Source: an optimization exercise on an open RTL-to-GDS flow (aim: small area and a short achievable clock period). Production flows keep margins and buffers that such runs may drop.
RTL that was checked went through simulation tests only; none was proved equivalent to the original.
Power is estimated from default activity; no workload was simulated.

==> 01-12: inputs <==
==> flow/design.v <==
`default_nettype none
package probe_pkg;
	localparam int ADDR_W = 8;
	localparam int DATA_W = 8;
	localparam int DIV_W  = 24;
	localparam int SEL_W  = 8;
	localparam logic [ADDR_W-1:0] REG_PIN_SEL0  = 8'h00;
	localparam logic [ADDR_W-1:0] REG_DATA      = 8'h01;
	localparam logic [ADDR_W-1:0] REG_IDX_RESET = 8'h02;
	localparam logic [ADDR_W-1:0] REG_ARM       = 8'h03;
	localparam logic [ADDR_W-1:0] REG_PIN_SEL1  = 8'h04;
	localparam logic [ADDR_W-1:0] REG_DIV0      = 8'h05;
	localparam logic [ADDR_W-1:0] REG_DIV1      = 8'h08;
	localparam logic [ADDR_W-1:0] REG_DIV2      = 8'h09;
	localparam logic [ADDR_W-1:0] REG_READY     = 8'h0E;
endpackage
`default_nettype wire
`timescale 1ns/1ns
`default_nettype none
module capture_buffer (
	input  logic       mai,
	input  logic       voltage_idx_reset,
	input  logic       arm,
	input  logic       store,
	input  logic [7:0] byte0,
	input  logic [7:0] byte1,
	input  logic       idx_rst,
	input  logic       data_rd,
	output logic [7:0] rd_byte
);
	logic [7:0] phi;     
	logic [7:0] rpos;    
	logic [7:0] wp;      
	logic       pend;
	logic [7:0] wb0, wb1;
	logic       write_now;
	logic [7:0] ring [256];
	logic [7:0] wd_lo, wd_hi;
	logic       match;
	assign write_now = pend && (wp[2:0] == 3'd6);
	assign wd_lo = wp[7] ? wb1 : wb0;
	assign wd_hi = wp[7] ? wb0 : wb1;
	assign match = pend && (rpos[6:0] == wp[6:0]);
	always_ff @(posedge mai) begin
		if (voltage_idx_reset) begin
			phi  <= '0;
			rpos <= '0;
			wp   <= '0;
			pend <= 1'b0;
		end else begin
			phi  <= phi + 8'd1;
			rpos <= idx_rst ? (phi + 8'd1) : (rpos + (data_rd ? 8'd2 : 8'd1));
			if (arm) begin
				wp   <= phi + 8'd1;
				pend <= 1'b0;
			end else begin
				wp <= wp + (write_now ? 8'd2 : 8'd1);
				if (store) pend <= 1'b1;
				else if (write_now) pend <= 1'b0;
			end
		end
	end
	always_ff @(posedge mai) begin
		if (store) begin
			wb0 <= byte0;
			wb1 <= byte1;
		end
	end
	for (genvar p = 0; p < 256; p++) begin : g_ring
		if ((p % 8) == 7) begin : g_head
			always_ff @(posedge mai) begin
				if (write_now && (wp[6:3] == 4'((p / 8) % 16)))
					ring[p] <= (p >= 128) ? wd_hi : wd_lo;
				else
					ring[p] <= ring[(p + 255) % 256];
			end
		end else begin : g_plain
			always_ff @(posedge mai) begin
				ring[p] <= ring[(p + 255) % 256];
			end
		end
	end
	always_ff @(posedge mai) begin
		if (match)
			rd_byte <= (rpos[7] ^ wp[7]) ? wb1 : wb0;
		else if (rpos[1:0] == 2'd3)
			rd_byte <= ring[{rpos[7:2], 2'b11}];
	end
endmodule
`default_nettype wire
`timescale 1ns/1ns
`default_nettype none
module pin_sampler (
	input  logic        mai,
	input  logic        voltage_idx_reset,
	input  logic [7:0]  pin_sel0,
	input  logic [7:0]  pin_sel1,
	input  logic [23:0] div,
	input  logic        arm,
	input  logic [15:0] probe_pins,
	output logic        store,
	output logic [7:0]  byte0,
	output logic [7:0]  byte1,
	output logic        ready
);
	logic        capturing;
	logic        ge;
	logic [23:0] cnt;
	logic [9:0]  k;
	logic [6:0]  sh0, sh1;
	logic        pin0, pin1;
	logic        tick;
	assign pin0 = (pin_sel0[7:4] == 4'd0) && probe_pins[pin_sel0[3:0]];
	assign pin1 = (pin_sel1[7:4] == 4'd0) && probe_pins[pin_sel1[3:0]];
	assign tick  = capturing && ge;
	assign store = tick && (k[2:0] == 3'd7);
	assign byte0 = {sh0, pin0};
	assign byte1 = {sh1, pin1};
	always_ff @(posedge mai) begin
		if (voltage_idx_reset) begin
			capturing <= 1'b0;
			ready     <= 1'b0;
			k         <= '0;
		end else if (arm) begin
			capturing <= 1'b1;
			ready     <= 1'b0;
			k         <= '0;
		end else if (tick) begin
			k <= k + 10'd1;
			if (k == 10'd1023) begin
				capturing <= 1'b0;
				ready     <= 1'b1;
			end
		end
	end
	always_ff @(posedge mai) begin
		if (arm || tick) begin
			cnt <= '0;
			ge  <= (div == 24'd0);
		end else begin
			cnt <= cnt + 24'd1;
			ge  <= ({1'b0, cnt} + 25'd1) >= {1'b0, div};
		end
	end
	always_ff @(posedge mai) begin
		if (tick) begin
			sh0 <= {sh0[5:0], pin0};
			sh1 <= {sh1[5:0], pin1};
		end
	end
endmodule
`default_nettype wire
`timescale 1ns/1ns
`default_nettype none
import probe_pkg::*;
module probe_regs (
	input  logic        mai,
	input  logic        voltage_idx_reset,
	input  logic        req,
	input  logic [16:0] host_in,
	output logic        ack,
	output logic [7:0]  rdata,
	output logic [7:0]  pin_sel0,
	output logic [7:0]  pin_sel1,
	output logic [23:0] div,
	output logic        arm,
	output logic        idx_rst,
	output logic        data_rd,
	input  logic        ready,
	input  logic [7:0]  rd_byte
);
	logic       w1, w2, a;
	logic       idle;
	logic [7:0] addr;
	logic       wr;
	logic [7:0] wdata;
	logic [7:0] rd_mux;
	assign addr  = host_in[16:9];
	assign wr    = host_in[8];
	assign wdata = host_in[7:0];
	assign idle  = !w1 && !w2 && !ack;
	assign arm     = w2 && wr && (addr == REG_ARM);
	assign idx_rst = w2 && wr && (addr == REG_IDX_RESET);
	assign data_rd = w2 && !wr && (addr == REG_DATA);
	always_ff @(posedge mai) begin
		if (voltage_idx_reset) begin
			w1  <= 1'b0;
			w2  <= 1'b0;
			a   <= 1'b0;
			ack <= 1'b0;
		end else begin
			w1  <= idle && req;
			w2  <= w1;
			a   <= w2 || (a && req);
			ack <= w2 || a;
		end
	end
	always_ff @(posedge mai) begin
		if (voltage_idx_reset) begin
			pin_sel0 <= '0;
			pin_sel1 <= 8'd2;
			div      <= '0;
		end else begin
			if (w2 && wr && (addr == REG_PIN_SEL0)) pin_sel0 <= wdata;
			if (w2 && wr && (addr == REG_PIN_SEL1)) pin_sel1 <= wdata;
			if (w1 && wr && (addr == REG_DIV0)) div[7:0]   <= wdata;
			if (w1 && wr && (addr == REG_DIV1)) div[15:8]  <= wdata;
			if (w1 && wr && (addr == REG_DIV2)) div[23:16] <= wdata;
		end
	end
	always_comb begin
		case (addr)
			REG_PIN_SEL0: rd_mux = pin_sel0;
			REG_PIN_SEL1: rd_mux = pin_sel1;
			REG_DIV0:     rd_mux = div[7:0];
			REG_DIV1:     rd_mux = div[15:8];
			REG_DIV2:     rd_mux = div[23:16];
			REG_READY:    rd_mux = {7'd0, ready};
			REG_DATA:     rd_mux = rd_byte;
			default:      rd_mux = '0;
		endcase
	end
	always_ff @(posedge mai) begin
		if (voltage_idx_reset) begin
			rdata <= '0;
		end else if (w2 && !wr) begin
			rdata <= rd_mux;
		end
	end
endmodule
`default_nettype wire
`timescale 1ns/1ns
`default_nettype none
module probe_top #(
	parameter int PROBE_WIDTH  = 16,
	parameter int SAMPLE_BYTES = 128
) (
	input  logic                   mai,
	input  logic                   voltage_idx_reset,
	input  logic                   req,
	input  logic [16:0]            host_in,
	output logic                   ack,
	output logic [7:0]             rdata,
	input  logic [PROBE_WIDTH-1:0] probe_pins
);
	logic [7:0]  pin_sel0, pin_sel1;
	logic [23:0] div;
	logic        arm, idx_rst, data_rd;
	logic        ready;
	logic        store;
	logic [7:0]  byte0, byte1;
	logic [7:0]  rd_byte;
	probe_regs u_regs (
		.mai               (mai),
		.voltage_idx_reset (voltage_idx_reset),
		.req               (req),
		.host_in           (host_in),
		.ack               (ack),
		.rdata             (rdata),
		.pin_sel0          (pin_sel0),
		.pin_sel1          (pin_sel1),
		.div               (div),
		.arm               (arm),
		.idx_rst           (idx_rst),
		.data_rd           (data_rd),
		.ready             (ready),
		.rd_byte           (rd_byte)
	);
	pin_sampler u_sampler (
		.mai               (mai),
		.voltage_idx_reset (voltage_idx_reset),
		.pin_sel0          (pin_sel0),
		.pin_sel1          (pin_sel1),
		.div               (div),
		.arm               (arm),
		.probe_pins        (probe_pins),
		.store             (store),
		.byte0             (byte0),
		.byte1             (byte1),
		.ready             (ready)
	);
	capture_buffer u_buffer (
		.mai               (mai),
		.voltage_idx_reset (voltage_idx_reset),
		.arm               (arm),
		.store             (store),
		.byte0             (byte0),
		.byte1             (byte1),
		.idx_rst           (idx_rst),
		.data_rd           (data_rd),
		.rd_byte           (rd_byte)
	);
endmodule
`default_nettype wire
==> flow/run.sh <==
#!/bin/bash
# synth_recipe.tcl (not shown) runs the flow's synth.tcl, then flattens the netlist and writes it again
# the make line also repeats each setting of config.mk as NAME=value (left out here)
make -C /OpenROAD-flow-scripts/flow DESIGN_CONFIG=/design/flow/config.mk WORK_HOME=/design/flow/orfs CLKGATE_MAP_FILE= SYNTH_SCRIPT=/design/flow/synth_recipe.tcl finish
==> flow/config.mk <==
export PLATFORM = sky130hd
export DESIGN_NAME = probe_top
export DESIGN_NICKNAME = probe_top
export VERILOG_FILES = /design/flow/design.v
export SDC_FILE = /design/flow/constraint.sdc
export NUM_CORES = 4
export LEC_CHECK = 0
export CAP_MARGIN = 20
export CORE_MARGIN = 2
export CORE_UTILIZATION = 40
export SLEW_MARGIN = 20
==> flow/constraint.sdc <==
create_clock -name core_clock -period 3.75 [get_ports {mai}]
set_input_delay 0.7500 -clock core_clock [delete_from_list [all_inputs] [get_ports {mai}]]
set_output_delay 0.7500 -clock core_clock [all_outputs]
set_load 0.01 [all_outputs]
==> inputs of 12-23, as changes to 01-12 <==
==> flow/design.v, changed modules only <==
module capture_buffer (
	input  logic       mai,
	input  logic       voltage_idx_reset,
	input  logic       arm,
	input  logic       store,
	input  logic [7:0] byte0,
	input  logic [7:0] byte1,
	input  logic       idx_rst_e,
	input  logic       data_rd_e,
	output logic [7:0] rd_byte
);
	logic [7:0] phi;     
	logic [7:0] rq;      
	logic [7:0] wp;      
	logic       pend;
	logic [7:0] wb0, wb1;
	logic       write_now;
	logic [7:0] ring [256];
	logic [7:0] wd_lo, wd_hi;
	logic       match;
	logic [7:0] s1 [4];
	logic [7:0] s1_d [4];
	logic [1:0] gsel;
	logic       s1v;
	logic [7:0] rq_n;
	logic [15:0] tsel;    
	logic        al;      
	logic [15:0] hen;     
	assign write_now = pend && (wp[2:0] == 3'd6);
	assign rq_n = idx_rst_e ? (phi + 8'd1) : data_rd_e ? (rq + 8'd2) : (rq + 8'd1);
	assign wd_lo = wp[7] ? wb1 : wb0;
	assign wd_hi = wp[7] ? wb0 : wb1;
	assign match = pend && (rq[6:0] == wp[6:0]);
	always_ff @(posedge mai) begin
		if (voltage_idx_reset) begin
			phi  <= '0;
			rq   <= '0;
			wp   <= '0;
			pend <= 1'b0;
			s1v  <= 1'b0;
		end else begin
			phi <= phi + 8'd1;
			rq  <= rq_n;
			if (arm) begin
				wp   <= phi + 8'd1;
				pend <= 1'b0;
			end else begin
				wp <= wp + (write_now ? 8'd2 : 8'd1);
				if (store) pend <= 1'b1;
				else if (write_now) pend <= 1'b0;
			end
			s1v <= al && !match;
		end
	end
	always_ff @(posedge mai) begin
		if (voltage_idx_reset) begin
			tsel <= 16'd1;
			al   <= 1'b0;
			hen  <= '0;
		end else begin
			tsel <= 16'd1 << rq_n[5:2];
			al   <= (rq_n[1:0] == 2'd3);
			hen  <= (!arm && (wp[2:0] == 3'd5) && (pend || store)) ? (16'd1 << wp[6:3]) : 16'd0;
		end
	end
	always_ff @(posedge mai) begin
		if (store) begin
			wb0 <= byte0;
			wb1 <= byte1;
		end
	end
	for (genvar p = 0; p < 256; p++) begin : g_ring
		if ((p % 8) == 7) begin : g_head
			always_ff @(posedge mai) begin
				if (hen[(p / 8) % 16])
					ring[p] <= (p >= 128) ? wd_hi : wd_lo;
				else
					ring[p] <= ring[(p + 255) % 256];
			end
		end else begin : g_plain
			always_ff @(posedge mai) begin
				ring[p] <= ring[(p + 255) % 256];
			end
		end
	end
	for (genvar g = 0; g < 4; g++) begin : g_s1
		always_comb begin
			s1_d[g] = '0;
			for (int k = 0; k < 16; k++)
				s1_d[g] = s1_d[g] | ({8{tsel[k]}} & ring[64 * g + 4 * k + 3]);
		end
		always_ff @(posedge mai) begin
			s1[g] <= s1_d[g];
		end
	end
	always_ff @(posedge mai) begin
		gsel <= rq[7:6];
	end
	always_ff @(posedge mai) begin
		if (match)
			rd_byte <= (rq[7] ^ wp[7]) ? wb1 : wb0;
		else if (s1v)
			rd_byte <= s1[gsel];
	end
endmodule
module pin_sampler (
	input  logic        mai,
	input  logic        voltage_idx_reset,
	input  logic [7:0]  pin_sel0,
	input  logic [7:0]  pin_sel1,
	input  logic [23:0] div,
	input  logic        arm,
	input  logic [15:0] probe_pins,
	output logic        store,
	output logic [7:0]  byte0,
	output logic [7:0]  byte1,
	output logic        ready
);
	logic        capturing;
	logic        ge;
	logic [23:0] c;
	logic [9:0]  k;
	logic [6:0]  sh0, sh1;
	logic        pin0, pin1;
	logic        tick;
	assign pin0 = (pin_sel0[7:4] == 4'd0) && probe_pins[pin_sel0[3:0]];
	assign pin1 = (pin_sel1[7:4] == 4'd0) && probe_pins[pin_sel1[3:0]];
	assign tick  = capturing && ge;
	assign store = tick && (k[2:0] == 3'd7);
	assign byte0 = {sh0, pin0};
	assign byte1 = {sh1, pin1};
	always_ff @(posedge mai) begin
		if (voltage_idx_reset) begin
			capturing <= 1'b0;
			ready     <= 1'b0;
			k         <= '0;
		end else if (arm) begin
			capturing <= 1'b1;
			ready     <= 1'b0;
			k         <= '0;
		end else if (tick) begin
			k <= k + 10'd1;
			if (k == 10'd1023) begin
				capturing <= 1'b0;
				ready     <= 1'b1;
			end
		end
	end
	always_ff @(posedge mai) begin
		if (arm || tick) begin
			c  <= 24'd1;
			ge <= (div == 24'd0);
		end else begin
			c  <= c + 24'd1;
			ge <= (c >= div);
		end
	end
	always_ff @(posedge mai) begin
		if (tick) begin
			sh0 <= {sh0[5:0], pin0};
			sh1 <= {sh1[5:0], pin1};
		end
	end
endmodule
module probe_regs (
	input  logic        mai,
	input  logic        voltage_idx_reset,
	input  logic        req,
	input  logic [16:0] host_in,
	output logic        ack,
	output logic [7:0]  rdata,
	output logic [7:0]  pin_sel0,
	output logic [7:0]  pin_sel1,
	output logic [23:0] div,
	output logic        arm,
	output logic        idx_rst_e,
	output logic        data_rd_e,
	input  logic        ready,
	input  logic [7:0]  rd_byte
);
	logic       w1, w2, a, d;    
	logic       idle;
	logic [7:0] addr;
	logic       wr;
	logic [7:0] wdata;
	logic d_ps0, d_ps1, d_dv0, d_dv1, d_dv2, d_rdy, d_dat, d_idx, d_arm;
	logic f_ps0, f_ps1, f_dv0, f_dv1, f_dv2, f_rdy, f_dat, f_arm, f_idx, f_wr;
	assign addr  = host_in[16:9];
	assign wr    = host_in[8];
	assign wdata = host_in[7:0];
	assign idle  = !w1 && !w2 && !a && !d;
	assign d_ps0 = (addr == REG_PIN_SEL0);
	assign d_ps1 = (addr == REG_PIN_SEL1);
	assign d_dv0 = (addr == REG_DIV0);
	assign d_dv1 = (addr == REG_DIV1);
	assign d_dv2 = (addr == REG_DIV2);
	assign d_rdy = (addr == REG_READY);
	assign d_dat = (addr == REG_DATA);
	assign d_idx = (addr == REG_IDX_RESET);
	assign d_arm = (addr == REG_ARM);
	assign idx_rst_e = w1 && f_idx;
	assign data_rd_e = w1 && !f_wr && f_dat;
	assign arm       = w2 && f_arm;
	always_ff @(posedge mai) begin
		f_ps0 <= d_ps0;
		f_ps1 <= d_ps1;
		f_dv0 <= d_dv0;
		f_dv1 <= d_dv1;
		f_dv2 <= d_dv2;
		f_rdy <= d_rdy;
		f_dat <= d_dat;
		f_arm <= wr && d_arm;
		f_idx <= wr && d_idx;
		f_wr  <= wr;
	end
	always_ff @(posedge mai) begin
		if (voltage_idx_reset) begin
			w1  <= 1'b0;
			w2  <= 1'b0;
			a   <= 1'b0;
			d   <= 1'b0;
			ack <= 1'b0;
		end else begin
			w1  <= idle && req;
			w2  <= w1;
			a   <= w2 || (a && req);
			d   <= a && !req;
			ack <= w2 || a;
		end
	end
	always_ff @(posedge mai) begin
		if (voltage_idx_reset) begin
			pin_sel0 <= '0;
			pin_sel1 <= 8'd2;
			div      <= '0;
		end else begin
			if (w2 && f_wr && f_ps0) pin_sel0 <= wdata;
			if (w2 && f_wr && f_ps1) pin_sel1 <= wdata;
			if (w1 && f_wr && f_dv0) div[7:0]   <= wdata;
			if (w1 && f_wr && f_dv1) div[15:8]  <= wdata;
			if (w1 && f_wr && f_dv2) div[23:16] <= wdata;
		end
	end
	always_ff @(posedge mai) begin
		if (voltage_idx_reset) begin
			rdata <= '0;
		end else if (w2 && !f_wr) begin
			rdata <= ({8{f_ps0}} & pin_sel0)
			       | ({8{f_ps1}} & pin_sel1)
			       | ({8{f_dv0}} & div[7:0])
			       | ({8{f_dv1}} & div[15:8])
			       | ({8{f_dv2}} & div[23:16])
			       | ({8{f_rdy}} & {7'd0, ready})
			       | ({8{f_dat}} & rd_byte);
		end
	end
endmodule
module probe_top #(
	parameter int PROBE_WIDTH  = 16,
	parameter int SAMPLE_BYTES = 128
) (
	input  logic                   mai,
	input  logic                   voltage_idx_reset,
	input  logic                   req,
	input  logic [16:0]            host_in,
	output logic                   ack,
	output logic [7:0]             rdata,
	input  logic [PROBE_WIDTH-1:0] probe_pins
);
	logic [7:0]  pin_sel0, pin_sel1;
	logic [23:0] div;
	logic        arm, idx_rst_e, data_rd_e;
	logic        ready;
	logic        store;
	logic [7:0]  byte0, byte1;
	logic [7:0]  rd_byte;
	probe_regs u_regs (
		.mai               (mai),
		.voltage_idx_reset (voltage_idx_reset),
		.req               (req),
		.host_in           (host_in),
		.ack               (ack),
		.rdata             (rdata),
		.pin_sel0          (pin_sel0),
		.pin_sel1          (pin_sel1),
		.div               (div),
		.arm               (arm),
		.idx_rst_e         (idx_rst_e),
		.data_rd_e         (data_rd_e),
		.ready             (ready),
		.rd_byte           (rd_byte)
	);
	pin_sampler u_sampler (
		.mai               (mai),
		.voltage_idx_reset (voltage_idx_reset),
		.pin_sel0          (pin_sel0),
		.pin_sel1          (pin_sel1),
		.div               (div),
		.arm               (arm),
		.probe_pins        (probe_pins),
		.store             (store),
		.byte0             (byte0),
		.byte1             (byte1),
		.ready             (ready)
	);
	capture_buffer u_buffer (
		.mai               (mai),
		.voltage_idx_reset (voltage_idx_reset),
		.arm               (arm),
		.store             (store),
		.byte0             (byte0),
		.byte1             (byte1),
		.idx_rst_e         (idx_rst_e),
		.data_rd_e         (data_rd_e),
		.rd_byte           (rd_byte)
	);
endmodule
CORE_UTILIZATION = 75   (was 40)
CTS_CLUSTER_DIAMETER = 60   (was not set)
CTS_CLUSTER_SIZE = 30   (was not set)
PLACE_DENSITY = 0.85   (was not set)
SETUP_SLACK_MARGIN = 1.9   (was not set)
==> summary.txt <==
- 01-12 finished clean. 12-23 finished clean.
- Of 01-12 and 12-23, 12-23 has the higher sequential share of layout area (gap 8.7 points).
- Of 12-23 and 01-12, 12-23 has the higher worst setup slack (gap 1400 ps).
- Of 12-23 and 01-12, 01-12 has the higher final area (gap about 8%, measured against 01-12).
- In 01-12 the first-iteration DRC count is smaller than in 12-23, by 2.9%.
- Of 01-12 and 12-23, 01-12 has the higher die area (gap 86%, measured against 12-23).
- Of 01-12 and 12-23, 01-12 has the higher synthesized cell count (gap 6.8%, measured against 12-23).
- Of 12-23 and 01-12, 01-12 has the higher power (gap 16%, measured against 01-12).
- Against 01-12, the critical path depth of 12-23 is lower by 7.
- In synthesized area, 01-12 and 12-23 hardly differ.
Only the layout flow was run in 01-12; the RTL was not checked for function there.

[separate check: timing with driven ports]
The results above use ideal ports. As a check the final layouts listed here were re-extracted and re-timed, cells and wires unchanged.
Step 1: set_driving_cell puts a clkbuf_16 on mai and a buf_2 on each other input, an assumption about the parent block.
Step 2 moves the port delays by t, midway between the first and last clock arrival at a register: inputs arrive t later, outputs are due t later. That takes back most of the time a late clock gives input paths.
a / b / c = ideal ports / drivers / drivers and shift; a / b = the first two.
run | shift t [ns] | slack for setup (ns) | worst setup path at the end | worst register clock-pin slew, ns | pins driven straight from the clock port
01-12 | 0.875 | 0.451 / 0.451 / 0.143 | input to register | 0.07 / 0.07 | 1
12-23 | 0.757 | 1.822 / 1.771 / 1.209 | input to register | 0.11 / 0.11 | 1
After both steps setup and hold are still met in every run listed. The setup slack of 12-23, which loses most, moves by -0.051 ns with the drivers and by -0.613 ns with both steps.
